This is an optimization exercise on Yosys and OpenROAD, whose aim is small area and few clock cycles, not a production implementation. Only simulation tests tie the RTL to the original design; equivalence was not proved. Power and IR drop assume default switching activity.

// vlc_device_association_fsm
module vlc_device_association_fsm (
    input  wire logic         i_clk,
    input  wire logic         i_rst_n,
    input  wire logic         i_in_valid,
    output wire logic         i_in_ready,
    input  wire logic [178:0] i_in_data,
    output wire logic         o_out_valid,
    input  wire logic         o_out_ready,
    output wire logic [174:0] o_out_data,
    input  wire logic         i_cfg_we,
    input  wire logic [1:0]   i_cfg_idx,
    input  wire logic [23:0]  i_cfg_data
);
    wire [2:0]  w_cmd     = i_in_data[178:176];
    wire [7:0]  w_channel = i_in_data[175:168];
    wire [15:0] w_net_id  = i_in_data[167:152];
    wire [63:0] w_coord   = i_in_data[151:88];
    wire [1:0]  w_tx      = i_in_data[85:84];
    wire        w_ackp    = i_in_data[83];
    wire        w_listed  = i_in_data[82];
    wire [1:0]  w_rs      = i_in_data[81:80];
    wire [15:0] w_rsa     = i_in_data[79:64];
    wire [63:0] w_rce     = i_in_data[63:0];
    localparam logic [3:0] PH_IDLE      = 4'd0;
    localparam logic [3:0] PH_TX_REQ    = 4'd1;
    localparam logic [3:0] PH_BEACON    = 4'd2;
    localparam logic [3:0] PH_POLL      = 4'd3;
    localparam logic [3:0] PH_TX_DATA   = 4'd4;
    localparam logic [3:0] PH_RX_GRANT  = 4'd5;
    localparam logic [3:0] PH_RESP      = 4'd6;
    localparam logic [3:0] PH_ACK_GRANT = 4'd7;
    localparam logic [3:0] PH_TX_ACK    = 4'd8;
    logic [3:0]  r_phase;
    logic [7:0]  r_channel;    
    logic [15:0] r_net_id;     
    logic [63:0] r_coord;      
    logic [23:0] r_share;
    wire  [23:0] r_remain = r_share;
    wire  [15:0] r_given  = r_share[15:0];
    wire         r_denied = r_share[16];
  ...
Size: ~910 cells after synthesis, about 230 flip-flops, about 390 I/O pins.
Settings: LEC_CHECK=0, CAP_MARGIN=20, CORE_MARGIN=2, CORE_UTILIZATION=40, SLEW_MARGIN=20; clock period 6.0 ns.
standard.sh (not shown) runs the stock make flow with config.mk's settings and CLKGATE_MAP_FILE= SYNTH_SCRIPT=/design/flow/synth_recipe.tcl, a recipe that flattens the netlist after the stock synthesis.
==> flow/flow/run.sh <==
#!/bin/bash
# The standard layout with three changes:
#  - synthesis maps the logic with an area-recovering ABC script
#    (flow/abc_map.script in place of ORFS's abc_speed.script; everything
#    else in synthesis, registers included, is the standard synthesis);
#  - plain buf_1 cells as the port buffers;
#  - a clock tree of clkbuf_8 cells without dummy loads.
set -euo pipefail
export BUFFER_PORTS_ARGS="-buffer_cell sky130_fd_sc_hd__buf_1"
export CTS_ARGS="-sink_clustering_enable -repair_clock_nets -dont_use_dummy_load -buf_list sky130_fd_sc_hd__clkbuf_8 -root_buf sky130_fd_sc_hd__clkbuf_8 -sink_clustering_size 16 -sink_clustering_max_diameter 60"
rm -rf scripts_abc
cp -r "$FLOW_HOME/scripts" scripts_abc
cp flow/abc_map.script scripts_abc/abc_speed.script
SCRIPTS_DIR="$PWD/scripts_abc" bash standard.sh synth > synth.log 2>&1
bash standard.sh > standard.log 2>&1
==> flow/flow/abc_map.script <==
&get -n
&st
&dch
&nf -a
&st
&dch
&nf -a
&st
&dch
&nf -a
&st
&dch
&nf -a
&put
topo
stime -c
dnsize -c
The starting point finished clean.
Testbench counts at the start, summed over its fixed seeds: cycles 28,281.
Edit:
--- a/flow/flow/run.sh
+++ b/flow/flow/run.sh
@@ -8,5 +8,5 @@
 set -euo pipefail
 export BUFFER_PORTS_ARGS="-buffer_cell sky130_fd_sc_hd__buf_1"
-export CTS_ARGS="-sink_clustering_enable -repair_clock_nets -dont_use_dummy_load -buf_list sky130_fd_sc_hd__clkbuf_8 -root_buf sky130_fd_sc_hd__clkbuf_8 -sink_clustering_size 16 -sink_clustering_max_diameter 60"
+export CTS_ARGS="-sink_clustering_enable -repair_clock_nets -dont_use_dummy_load -buf_list sky130_fd_sc_hd__clkbuf_4 -root_buf sky130_fd_sc_hd__clkbuf_8 -sink_clustering_size 10 -sink_clustering_max_diameter 50"
 rm -rf scripts_abc
 cp -r "$FLOW_HOME/scripts" scripts_abc
What happened: Worst hold slack gets better by 0.0061 ns. Setup slack gets worse by 0.018 ns. Routed wire length came out higher by 0.74%. Power came out lower by 0.54%. Core utilization hardly moves. Fmax came out lower by 0.37%. Die area does not change. Via count came out higher by 1.1%.

* * *

## the reference run
vlc_device_association_fsm, a different RTL version from the one above (not shown whole).
For scale: roughly 910 cells after synthesis, ~8900 um2 of cells after synthesis.
==> flow/design.v (excerpt) <==
module vlc_device_association_fsm (
    input  wire logic         i_clk,
    input  wire logic         i_rst_n,
    input  wire logic         i_in_valid,
    output wire logic         i_in_ready,
    input  wire logic [178:0] i_in_data,
    output wire logic         o_out_valid,
    input  wire logic         o_out_ready,
    output wire logic [174:0] o_out_data,
    input  wire logic         i_cfg_we,
    input  wire logic [1:0]   i_cfg_idx,
    input  wire logic [23:0]  i_cfg_data
);
Settings: LEC_CHECK=0, CAP_MARGIN=0, CORE_MARGIN=2, CORE_UTILIZATION=40, SLEW_MARGIN=0; clock period 6.0 ns.
==> flow/flow/run.sh <==
#!/bin/bash
# The standard layout with three changes:
#  - synthesis maps the logic with an area-recovering ABC script
#    (flow/abc_map.script in place of ORFS's abc_speed.script; everything
#    else in synthesis, registers included, is the standard synthesis);
#  - plain buf_1 cells as the port buffers;
#  - a clock tree of clkbuf_4 cells (clkbuf_8 root) without dummy loads.
set -euo pipefail
export BUFFER_PORTS_ARGS="-buffer_cell sky130_fd_sc_hd__buf_1"
export CTS_ARGS="-sink_clustering_enable -repair_clock_nets -dont_use_dummy_load -buf_list sky130_fd_sc_hd__clkbuf_4 -root_buf sky130_fd_sc_hd__clkbuf_8 -sink_clustering_size 10 -sink_clustering_max_diameter 50"
rm -rf scripts_abc
cp -r "$FLOW_HOME/scripts" scripts_abc
cp flow/abc_map.script scripts_abc/abc_speed.script
SCRIPTS_DIR="$PWD/scripts_abc" bash standard.sh synth > synth.log 2>&1
bash standard.sh > standard.log 2>&1
==> flow/flow/abc_map.script <==
&get -n
&st
&dch
&nf -a -R 1000
&st
&dch
&nf -a -R 1000
&st
&dch
&nf -a -R 1000
&st
&dch
&nf -a -R 1000
&put
topo
stime -c
dnsize -c
The reference run finished end to end and its layout was clean on timing, DRC and antenna.
Testbench counts of the reference run, summed over its fixed seeds: cycles 28,281.
## Diff of input files: the trial run against the reference run
- CAP_MARGIN: 0 -> 20
- SLEW_MARGIN: 0 -> 20
- CORE_UTILIZATION: 40 -> 65
-- flow/flow/run.sh --
<<< the reference run, line 7
#  - a clock tree of clkbuf_4 cells (clkbuf_8 root) without dummy loads.
>>> the trial run, line 7
#  - a clock tree of clkbuf_8 cells without dummy loads.
==> flow/flow/abc_map.script <==
&get -n
&st
&dch
&nf -a
&st
&dch
&nf -a
&st
&dch
&nf -a
&st
&dch
&nf -a
&put
topo
stime -c
dnsize -c
==> comparison <==
The trial run completed end to end with timing, DRC and antenna clean. Critical path startpoint = r_share[13]$_DFFE_PP_: the trial run; critical path startpoint = r_share[5]$_DFFE_PP_: the reference run. Switching portion of total power: the trial run vs the reference run — no meaningful difference. Delta (the trial run minus the reference run): clock power lower, non-clock buffer area fraction after layout higher, final instance area lower, clock input transition at the sequential cells of the worst setup and hold paths roughly the same, synthesized-area fraction occupied by adder cells roughly the same. The run showing the greater cell count along the critical path is the reference run. When the final numbers for the trial run and the reference run were put side by side, the area after synthesis turned out to be greater in the trial run. Clock network area share in the trial run vs the reference run: down 0.19 points. Changes observed in the trial run relative to the reference run: core outline area lost about 40%, highest achievable clock rate lost 5.0 MHz.

==> separate check: timing with driven ports <==
How much do the figures lean on ideal ports? The routed layouts below were timed once more, with nothing changed but the port constraints.
Step 1 (the two cells are an assumption about what drives the block):
set clk [get_ports {i_clk}]
set_driving_cell -lib_cell sky130_fd_sc_hd__clkbuf_16 $clk
set_driving_cell -lib_cell sky130_fd_sc_hd__buf_2 [delete_from_list [all_inputs] $clk]
Step 2 times the ports against the registers' clock, not the clock port: input delays grow and output delays shrink by t, the midpoint of the rising clock arrivals with the driver on.
a / b / c = ideal ports / drivers / drivers and shift; a / b = the first two.
| run | t (ns) | setup slack, ns | worst setup path after step 2 | latest minus earliest clock arrival (ns) |
|---|---|---|---|---|
| the first run of note 1 | 0.561 | 1.008 / 0.965 / 1.115 | input to output | 0.057 / 0.057 |
| the second run of note 1 | 0.538 | 0.989 / 0.944 / 1.114 | input to output | 0.065 / 0.064 |
| the reference run | 0.569 | 0.867 / 0.825 / 1.003 | input to output | 0.045 / 0.046 |
| the trial run | 0.547 | 0.732 / 0.692 / 1.157 | input to output | 0.062 / 0.062 |
After both steps setup and hold are still met in every run listed.
